From an optimization exercise on the open Yosys and OpenROAD flow, aimed at small area, a short achievable clock period and few clock cycles per item; shortcuts taken in it are not production practice.
RTL that was checked went through simulation tests only; none was proved equivalent to the original.

==> build 68: inputs <==
## bmp_pixel_row_decoder_unit
module bmp_pixel_row_decoder_unit (
  input  wire                                 clk,
  input  wire                                 rst_n,
  input  wire                                 in_tvalid,
  output logic                                in_tready,
  input  wire  [7:0]                          in_tdata,    
  input  wire  [1:0]                          in_tuser,    
  output logic                                out_tvalid,
  input  wire                                 out_tready,
  output logic [bprd_pkg::OUT_DATA_W-1:0]     out_tdata,
  output logic                                out_tlast,   
  input  wire                                 cfg_we,
  input  wire  [bprd_pkg::CFG_ADDR_W-1:0]     cfg_addr,
  input  wire  [bprd_pkg::CFG_DATA_W-1:0]     cfg_wdata
);
make LEC_CHECK=0 CAP_MARGIN=20 CORE_MARGIN=2 CORE_UTILIZATION=55 PLACE_DENSITY=0.65 SLEW_MARGIN=20 SYNTH_MEMORY_MAX_BITS=8192 finish   # period 6.0 ns
run.sh (not shown) runs the stock make flow with config.mk's settings and CLKGATE_MAP_FILE= SYNTH_SCRIPT=/design/flow/synth_recipe.tcl, a recipe that flattens the netlist after the stock synthesis.
==> trial 40 (differences from build 68) <==
--- a/flow/design.v
+++ b/flow/design.v
@@ -52,14 +52,16 @@
   input  wire                           clk,
   input  wire                           clr,
   input  wire                           wr_en,
   input  wire  [bprd_pkg::PAL_AW-1:0]   wr_addr,
   input  wire  [1:0]                    wr_lane,
   input  wire  [7:0]                    wr_data,
-  input  wire  [bprd_pkg::PAL_AW-1:0]   rd_addr,
-  output logic [bprd_pkg::RGB_W-1:0]    rd_data
+  input  wire  [15:0]                   rd_lo,
+  input  wire  [3:0]                    rd_mid,
+  input  wire  [bprd_pkg::RGB_W-1:0]    rd_extra,
+  output logic [4*bprd_pkg::RGB_W-1:0]  rd_part
 );
   logic [bprd_pkg::RGB_W-1:0] mem [bprd_pkg::PALETTE_DEPTH];
   logic [7:0]                 wdata;
   assign wdata = clr ? 8'd0 : wr_data;
   for (genvar i = 0; i < bprd_pkg::PALETTE_DEPTH; i++) begin : g_ent
     for (genvar l = 0; l < 3; l++) begin : g_lane
@@ -67,16 +69,25 @@
         if (clr || (wr_en && wr_addr == i && wr_lane == l)) begin
           mem[i][8*l +: 8] <= wdata;
         end
       end
     end
   end
+  logic [bprd_pkg::RGB_W-1:0] q [4];
+  logic [bprd_pkg::RGB_W-1:0] s;
   always_comb begin
-    rd_data = '0;
-    for (int i = 0; i < bprd_pkg::PALETTE_DEPTH; i++) begin
-      rd_data = rd_data | (mem[i] & {bprd_pkg::RGB_W{rd_addr == i}});
+    for (int g = 0; g < 4; g++) begin
+      q[g] = (g == 0) ? rd_extra : '0;
+      for (int m = 0; m < 4; m++) begin
+        s = '0;
+        for (int l = 0; l < 16; l++) begin
+          s = s | (mem[64*g + 16*m + l] & {bprd_pkg::RGB_W{rd_lo[l]}});
+        end
+        q[g] = q[g] | (s & {bprd_pkg::RGB_W{rd_mid[m]}});
+      end
+      rd_part[g*bprd_pkg::RGB_W +: bprd_pkg::RGB_W] = q[g];
     end
   end
 endmodule
 `default_nettype wire
 `timescale 1ns / 1ps
 `default_nettype none
@@ -120,25 +131,28 @@
   logic [bprd_pkg::RB_W-1:0]      rbc_r, rbc_nxt;
   logic [bprd_pkg::CC_W-1:0]      col_r, col_nxt;
   logic [bprd_pkg::ROWS_W-1:0]    rows_r, rows_nxt;
   logic [15:0]                    pc_r, pc_nxt;
   logic [1:0]                     phase_r, phase_nxt;
   logic                           clr_r;
-  logic                           wr_en_r, wr_en_nxt;
+  logic                           wr_en_r, wr_en_nxt, wr_go;
   logic [bprd_pkg::PAL_AW-1:0]    wr_addr_r;
   logic [1:0]                     wr_lane_r;
   logic [7:0]                     wr_data_r;
   logic                           j_valid_r, j2_valid_r;
   logic                           j_two_r, j2_two_r;
   logic                           j_direct_r, j2_direct_r;
-  logic [7:0]                     j_idx_r, j2_idx_r;
+  logic [7:0]                     j_red_r, j2_idx_r;
+  logic [15:0]                    j_lo_r;
+  logic [3:0]                     j_mid_r, j_hi_r;
   logic [3:0]                     j_nib_r, j2_nib_r;
   logic [15:0]                    j_bg_r, j2_bg_r;
   logic [bprd_pkg::COL_OUT_W-1:0] j_col_r, j2_col_r;
   logic [bprd_pkg::ROW_OUT_W-1:0] j_row_r, j2_row_r;
   logic                           in_rdy_r;
+  logic                           j_valid_nxt, j2_valid_nxt, wr_pend_nxt;
   logic                           out_valid_r;
   logic                           out_last_r;
   logic [bprd_pkg::RGB_W-1:0]     out_rgb_r;
   logic [bprd_pkg::COL_OUT_W-1:0] out_col_r;
   logic [bprd_pkg::ROW_OUT_W-1:0] out_row_r;
   logic [bprd_pkg::GW-1:0]           w_g;
@@ -157,13 +171,23 @@
   logic                              neg_r;
   logic [bprd_pkg::PAL_CNT_W-1:0]    pal_lim_r;
   logic [bprd_pkg::CC_W-1:0]         w_c, col_p1;
   logic in_acc, in_data, emit0, emit1, direct;
   logic [7:0] idx0;
   logic o_can, j_free;
-  logic [bprd_pkg::RGB_W-1:0] rd_data, rgb;
+  logic [4*bprd_pkg::RGB_W-1:0] rd_part;
+  logic [bprd_pkg::RGB_W-1:0]   rgb;
+  logic [15:0]                  ld_lo;
+  logic [3:0]                   ld_mid, ld_hi;
+  logic                         p_free;
+  logic                           p_valid_r;
+  logic                           p_last_r;
+  logic [3:0]                     p_hi_r;
+  logic [4*bprd_pkg::RGB_W-1:0]   p_part_r;
+  logic [bprd_pkg::COL_OUT_W-1:0] p_col_r;
+  logic [bprd_pkg::ROW_OUT_W-1:0] p_row_r;
   assign in_tready = in_rdy_r;
   assign in_acc    = in_tvalid && in_rdy_r;
   always_comb begin
     w_g = bprd_pkg::GW'(width_r);
     if (width_r == '0) begin
       w_g = bprd_pkg::GW'(1);
@@ -302,97 +326,144 @@
       pal_cnt_r <= pal_cnt_nxt;
       rbc_r     <= rbc_nxt;
       col_r     <= col_nxt;
       rows_r    <= rows_nxt;
       pc_r      <= pc_nxt;
       phase_r   <= phase_nxt;
-      wr_en_r   <= wr_en_nxt;
+      wr_en_r   <= wr_en_nxt || (wr_en_r && !wr_go);
     end
   end
+  assign wr_go = wr_en_r && !j_valid_r && !j2_valid_r;
   always_ff @(posedge clk) begin
-    clr_r     <= !rst_n;
-    wr_addr_r <= bprd_pkg::PAL_AW'(pal_cnt_r[bprd_pkg::PAL_CNT_W-1:2]);
-    wr_lane_r <= pal_cnt_r[1:0];
-    wr_data_r <= in_tdata;
+    clr_r <= !rst_n;
+    if (wr_en_nxt) begin
+      wr_addr_r <= bprd_pkg::PAL_AW'(pal_cnt_r[bprd_pkg::PAL_CNT_W-1:2]);
+      wr_lane_r <= pal_cnt_r[1:0];
+      wr_data_r <= in_tdata;
+    end
   end
   bprd_color_table u_color_table (
-    .clk     (clk),
-    .clr     (clr_r),
-    .wr_en   (wr_en_r),
-    .wr_addr (wr_addr_r),
-    .wr_lane (wr_lane_r),
-    .wr_data (wr_data_r),
-    .rd_addr (j_idx_r),
-    .rd_data (rd_data)
+    .clk      (clk),
+    .clr      (clr_r),
+    .wr_en    (wr_go),
+    .wr_addr  (wr_addr_r),
+    .wr_lane  (wr_lane_r),
+    .wr_data  (wr_data_r),
+    .rd_lo    (j_lo_r),
+    .rd_mid   (j_mid_r),
+    .rd_extra (j_direct_r ? {j_red_r, j_bg_r} : 24'd0),
+    .rd_part  (rd_part)
   );
   assign o_can  = !out_valid_r || out_tready;
-  assign j_free = !j_valid_r || (o_can && !j_two_r);
+  assign p_free = !p_valid_r || o_can;
+  assign j_free = !j_valid_r || (p_free && !j_two_r);
+  always_comb begin
+    j_valid_nxt  = j_valid_r;
+    j2_valid_nxt = j2_valid_r;
+    if (j_free) begin
+      j_valid_nxt  = j2_valid_r || emit0;
+      j2_valid_nxt = 1'b0;
+    end else if (emit0) begin
+      j2_valid_nxt = 1'b1;
+    end
+    wr_pend_nxt = wr_en_nxt || (wr_en_r && !wr_go);
+  end
   always_ff @(posedge clk) begin
     if (!rst_n) begin
       j_valid_r  <= 1'b0;
       j2_valid_r <= 1'b0;
       in_rdy_r   <= 1'b1;
     end else begin
-      if (j_free) begin
-        j_valid_r  <= j2_valid_r || emit0;
-        j2_valid_r <= 1'b0;
-        in_rdy_r   <= 1'b1;
-      end else if (emit0) begin
-        j2_valid_r <= 1'b1;
-        in_rdy_r   <= 1'b0;
-      end
+      j_valid_r  <= j_valid_nxt;
+      j2_valid_r <= j2_valid_nxt;
+      in_rdy_r   <= !j2_valid_nxt && !(wr_pend_nxt && (j_valid_nxt || j2_valid_nxt));
     end
   end
+  always_comb begin
+    logic [7:0] a;
+    logic       d;
+    a = j2_valid_r ? j2_idx_r : idx0;
+    d = j2_valid_r ? j2_direct_r : direct;
+    ld_lo  = d ? 16'd0 : (16'd1 << a[3:0]);
+    ld_mid = d ? 4'd0  : (4'd1 << a[5:4]);
+    ld_hi  = d ? 4'd1  : (4'd1 << a[7:6]);
+  end
   always_ff @(posedge clk) begin
     if (j_free) begin
+      j_lo_r  <= ld_lo;
+      j_mid_r <= ld_mid;
+      j_hi_r  <= ld_hi;
       if (j2_valid_r) begin
         j_two_r    <= j2_two_r;
         j_direct_r <= j2_direct_r;
-        j_idx_r    <= j2_idx_r;
+        j_red_r    <= j2_idx_r;
         j_nib_r    <= j2_nib_r;
         j_bg_r     <= j2_bg_r;
         j_col_r    <= j2_col_r;
         j_row_r    <= j2_row_r;
       end else begin
         j_two_r    <= emit1;
         j_direct_r <= direct;
-        j_idx_r    <= idx0;
+        j_red_r    <= idx0;
         j_nib_r    <= in_tdata[3:0];
         j_bg_r     <= pc_r;
         j_col_r    <= bprd_pkg::COL_OUT_W'(col_r);
         j_row_r    <= bprd_pkg::ROW_OUT_W'(row);
       end
-    end else if (o_can) begin
+    end else if (p_free) begin
       j_two_r <= 1'b0;
-      j_idx_r <= {4'd0, j_nib_r};
+      j_lo_r  <= 16'd1 << j_nib_r;
+      j_mid_r <= 4'd1;
+      j_hi_r  <= 4'd1;
       j_col_r <= j_col_r + 1'b1;
     end
     if (!j2_valid_r) begin
       j2_two_r    <= emit1;
       j2_direct_r <= direct;
       j2_idx_r    <= idx0;
       j2_nib_r    <= in_tdata[3:0];
       j2_bg_r     <= pc_r;
       j2_col_r    <= bprd_pkg::COL_OUT_W'(col_r);
       j2_row_r    <= bprd_pkg::ROW_OUT_W'(row);
     end
   end
-  assign rgb = j_direct_r ? {j_idx_r, j_bg_r} : rd_data;
+  always_ff @(posedge clk) begin
+    if (!rst_n) begin
+      p_valid_r <= 1'b0;
+    end else if (p_free) begin
+      p_valid_r <= j_valid_r;
+    end
+  end
+  always_ff @(posedge clk) begin
+    if (p_free && j_valid_r) begin
+      p_last_r <= !j_two_r;
+      p_hi_r   <= j_hi_r;
+      p_part_r <= rd_part;
+      p_col_r  <= j_col_r;
+      p_row_r  <= j_row_r;
+    end
+  end
+  always_comb begin
+    rgb = '0;
+    for (int g = 0; g < 4; g++) begin
+      rgb = rgb | (p_part_r[g*bprd_pkg::RGB_W +: bprd_pkg::RGB_W] & {bprd_pkg::RGB_W{p_hi_r[g]}});
+    end
+  end
   always_ff @(posedge clk) begin
     if (!rst_n) begin
       out_valid_r <= 1'b0;
     end else if (o_can) begin
-      out_valid_r <= j_valid_r;
+      out_valid_r <= p_valid_r;
     end
   end
   always_ff @(posedge clk) begin
-    if (o_can && j_valid_r) begin
-      out_last_r <= !j_two_r;
+    if (o_can && p_valid_r) begin
+      out_last_r <= p_last_r;
       out_rgb_r  <= rgb;
-      out_col_r  <= j_col_r;
-      out_row_r  <= j_row_r;
+      out_col_r  <= p_col_r;
+      out_row_r  <= p_row_r;
     end
   end
   assign out_tvalid = out_valid_r;
   assign out_tlast  = out_last_r;
   assign out_tdata  = {out_row_r, out_col_r,
                        out_rgb_r[7:0], out_rgb_r[15:8], out_rgb_r[23:16]};
Settings changed: CORE_UTILIZATION 55 to 35, CTS_CLUSTER_DIAMETER from default to 100, CTS_CLUSTER_SIZE from default to 24, PLACE_DENSITY 0.65 to 0.5, SETUP_SLACK_MARGIN from default to 3.0, TNS_END_PERCENT from default to 100.
==> qor summary <==
Number of buffers created by CTS: build 68 659; trial 40 321
Synthesis Warnings: build 68 3; trial 40 4
CTS H-tree depth: build 68 6; trial 40 5
Simple-gate share of the synthesized area: build 68 0.0474; trial 40 0.0323
Setup bufs post-CTS: build 68 0; trial 40 122
Dpl hpwl: build 68 1280000 um; trial 40 493000 um
Number of core rows: build 68 245; trial 40 309
Cell variety after synth: build 68 105; trial 40 84
Placed inst area: build 68 267000 um^2; trial 40 262000 um^2
Setup WS pre-CTS: build 68 0.310 ns; trial 40 1.42 ns
XOR/XNOR Fraction of Synth Area: build 68 0.00299; trial 40 0.00293
Syn nets: build 68 14900; trial 40 14200
Multiplexer area fraction after synthesis: build 68 0.00246; trial 40 0.00254
Number of clock sinks: build 68 6508; trial 40 6658
Post-synthesis instance total: build 68 14800; trial 40 14100
Proportion of netlist area held by the largest area contributor: build 68 0.763; trial 40 0.776
Die extent in y: build 68 672 um; trial 40 846 um
Adder-Cell Fraction of Synth Area: build 68 0.00520; trial 40 0.00516
Number of gates given a new drive strength after cts: build 68 0; trial 40 1060
Sequential share of the synthesized area: build 68 0.785; trial 40 0.796
Routability-driven placement congestion ratio: build 68 1.38; trial 40 0.810
Cell Count Post-Placement: build 68 21400; trial 40 22900
Fraction of the mapped netlist area in compound gates: build 68 0.140; trial 40 0.144
Mapped Area: build 68 246000 um^2; trial 40 248000 um^2
Result of the run: build 68 stopped before the end; trial 40 complete, no violations
Failing step: build 68 global routing; trial 40 -
Testbench counts of trial 40, summed over its fixed seeds: cycles 100,165, pixels 44,278.
No functional check of the RTL was part of build 68.

-- static timing again, ports no longer ideal --
The flow's constraints put no driver on any port. The routed layout listed below was extracted and timed again, unchanged, in two steps.
Step 1 (the two cells are an assumption about what drives the block):
set clk [get_ports {clk}]
set_driving_cell -lib_cell sky130_fd_sc_hd__clkbuf_16 $clk
set_driving_cell -lib_cell sky130_fd_sc_hd__buf_2 [delete_from_list [all_inputs] $clk]
Step 2 times the ports against the registers' clock, not the clock port: input delays grow and output delays shrink by t, the midpoint of the rising clock arrivals with the driver on.
a / b / c = ideal / step 1 / step 2; a / b = the first two.
run: trial 40
t (ns): 1.132
setup slack, ns: 2.710 / 2.657 / 2.156
clock arrival spread, ns: 0.102 / 0.103
worst register clock-pin slew, ns: 0.11 / 0.11
After both steps setup and hold are still met in trial 40. The setup slack of trial 40 moves by -0.053 ns with the drivers and by -0.554 ns with both steps.
